Background: an optimization exercise with open tools, aiming at a short achievable clock period and few clock cycles. Do not read the settings as production practice. Only simulation tests tie the RTL to the original design; equivalence was not proved. Power figures rest on the tool's default switching activity, not on a simulated workload.

// shared_icache
module shared_icache
(
   input  wire                    clk,
   input  wire                    reset_i,
   input  icache_pkg::core_vec_t              fetch_req_i,
   input  icache_pkg::addr_t [icache_pkg::NB_CORES-1:0]   fetch_addr_i,
   output icache_pkg::core_vec_t              fetch_gnt_o,
   output icache_pkg::core_vec_t              fetch_rvalid_o,
   output icache_pkg::line_t                  fetch_rdata_o,
   input  wire                    pf_req_i,
   input  icache_pkg::addr_t                  pf_addr_i,
   output logic                   pf_gnt_o,
   output logic                   pf_done_o,
   input  wire                    flush_i,
   output logic                   flush_ack_o,
   output logic                   ar_valid_o,
   output icache_pkg::addr_t                  ar_addr_o,
   input  wire                    ar_ready_i,
   input  wire                    r_valid_i,
   input  icache_pkg::beat_t                  r_data_i,
   input  wire                    r_last_i
);
   localparam int NC    = icache_pkg::NB_CORES;
   localparam int LA_W  = icache_pkg::ADDR_W - icache_pkg::OFFSET_W;    
   localparam int SET_W = icache_pkg::SET_W;
   localparam int TAG_W = icache_pkg::TAG_W;
   localparam int NS    = icache_pkg::NB_SETS;
   localparam int LW    = icache_pkg::LINE_W;
  ...
Settings: LEC_CHECK=0, ABC_CLOCK_PERIOD_IN_PS=3300, CAP_MARGIN=40, CORE_MARGIN=2, CORE_UTILIZATION=45, SETUP_SLACK_MARGIN=3.5, SLEW_MARGIN=50, TNS_END_PERCENT=5; clock period 7.0 ns.
standard.sh (not shown) runs the stock make flow with config.mk's settings and CLKGATE_MAP_FILE= SYNTH_SCRIPT=/design/flow/synth_recipe.tcl, a recipe that flattens the netlist after the stock synthesis.
==> flow/flow/run.sh <==
#!/bin/bash
# The standard layout (standard.sh), with three changes to how it is made:
# - the port buffers are buf_4 cells instead of the slow delay buffers
#   buffer_ports picks by default (every port still gets its own buffer);
# - gate sizing may swap a cell for one of another footprint
#   (MATCH_CELL_FOOTPRINT=0, the ORFS default), so repair_timing can also
#   resize those port buffers;
# - flow/fastroute.tcl offers the global router less of met1/met2.
# make's full output goes to flow_standard.log here; ORFS's per-step logs stay
# under orfs/logs.
set -euo pipefail
cd "$(dirname "$0")/.."
bash standard.sh MATCH_CELL_FOOTPRINT=0 "BUFFER_PORTS_ARGS=-buffer_cell sky130_fd_sc_hd__buf_4" \
   "FASTROUTE_TCL=$PWD/flow/fastroute.tcl" finish > flow_standard.log 2>&1
==> flow/flow/fastroute.tcl <==
# Global routing layers as the platform sets them, but with less of met1 and
# met2 offered to the global router (cell pins and the met1 rails use much of
# it), so it spreads more wiring onto met3-met5 and the detailed router has
# fewer local conflicts to clean up.
set_global_routing_layer_adjustment met1 0.5
set_global_routing_layer_adjustment met2 0.35
set_global_routing_layer_adjustment met3-$::env(MAX_ROUTING_LAYER) 0.2

set_routing_layers -clock $::env(MIN_CLK_ROUTING_LAYER)-$::env(MAX_ROUTING_LAYER)
set_routing_layers -signal $::env(MIN_ROUTING_LAYER)-$::env(MAX_ROUTING_LAYER)
The starting point ran to the end with no violations.
Testbench counts at the start, summed over its fixed seeds: cycles 10,472.
Edit:
==> flow/flow/run.sh (replaced) <==
#!/bin/bash
# The standard layout (standard.sh), with two changes to how it is made:
# - the port buffers are buf_4 cells instead of the slow delay buffers
#   buffer_ports picks by default (every port still gets its own buffer);
# - gate sizing may swap a cell for one of another footprint
#   (MATCH_CELL_FOOTPRINT=0, the ORFS default), so repair_timing can also
#   resize those port buffers.
# make's full output goes to flow_standard.log here; ORFS's per-step logs stay
# under orfs/logs.
set -euo pipefail
cd "$(dirname "$0")/.."
bash standard.sh MATCH_CELL_FOOTPRINT=0 "BUFFER_PORTS_ARGS=-buffer_cell sky130_fd_sc_hd__buf_4" finish > flow_standard.log 2>&1
--- a/flow/config.mk
+++ b/flow/config.mk
@@ -8,3 +8,3 @@
 export ABC_CLOCK_PERIOD_IN_PS = 3300
-export CAP_MARGIN = 40
+export CAP_MARGIN = 20
 export CORE_MARGIN = 2
@@ -12,3 +12,3 @@
 export SETUP_SLACK_MARGIN = 3.5
-export SLEW_MARGIN = 50
+export SLEW_MARGIN = 20
 export TNS_END_PERCENT = 5
removed: flow/flow/fastroute.tcl
Outcome:
- die area does not change
- worst setup slack is better by 44 ps
- maximum frequency climbs by 1.2%
- critical path depth climbs by 1
- clock power climbs by about 1%
- design area drops by 0.83%
- total power climbs by 0.41%
- routed wire length drops by 0.48%
- utilization drops by 0.44 points
- register-to-register slack is better by 60 ps
- sequential power hardly moves

[afterwards: timing with drivers on the ports]
In the flow no input, the clock included, has a driving cell. The finished layouts below were timed again as built, in two steps. Step 1, drivers: a clkbuf_16 drives clk and a buf_2 each remaining input, both assumed. Step 2 also shifts input and output timing later by t, the mid clock arrival at the registers, as if the neighbouring blocks saw the same clock. a / b / c = ideal ports / drivers / drivers and shift; a / b = the first two.
run | t, ns | setup WS [ns] | latest minus earliest clock arrival (ns) | cell pins on the clock port's net
the first run | 1.276 | 3.153 / 3.153 / 1.932 | 0.105 / 0.105 | 1
the second run | 1.257 | 3.197 / 3.210 / 1.963 | 0.107 / 0.108 | 1
After both steps setup and hold are still met in every run listed. The setup slack of the second run, which loses most, moves by +0.013 ns with the drivers and by -1.234 ns with both steps.
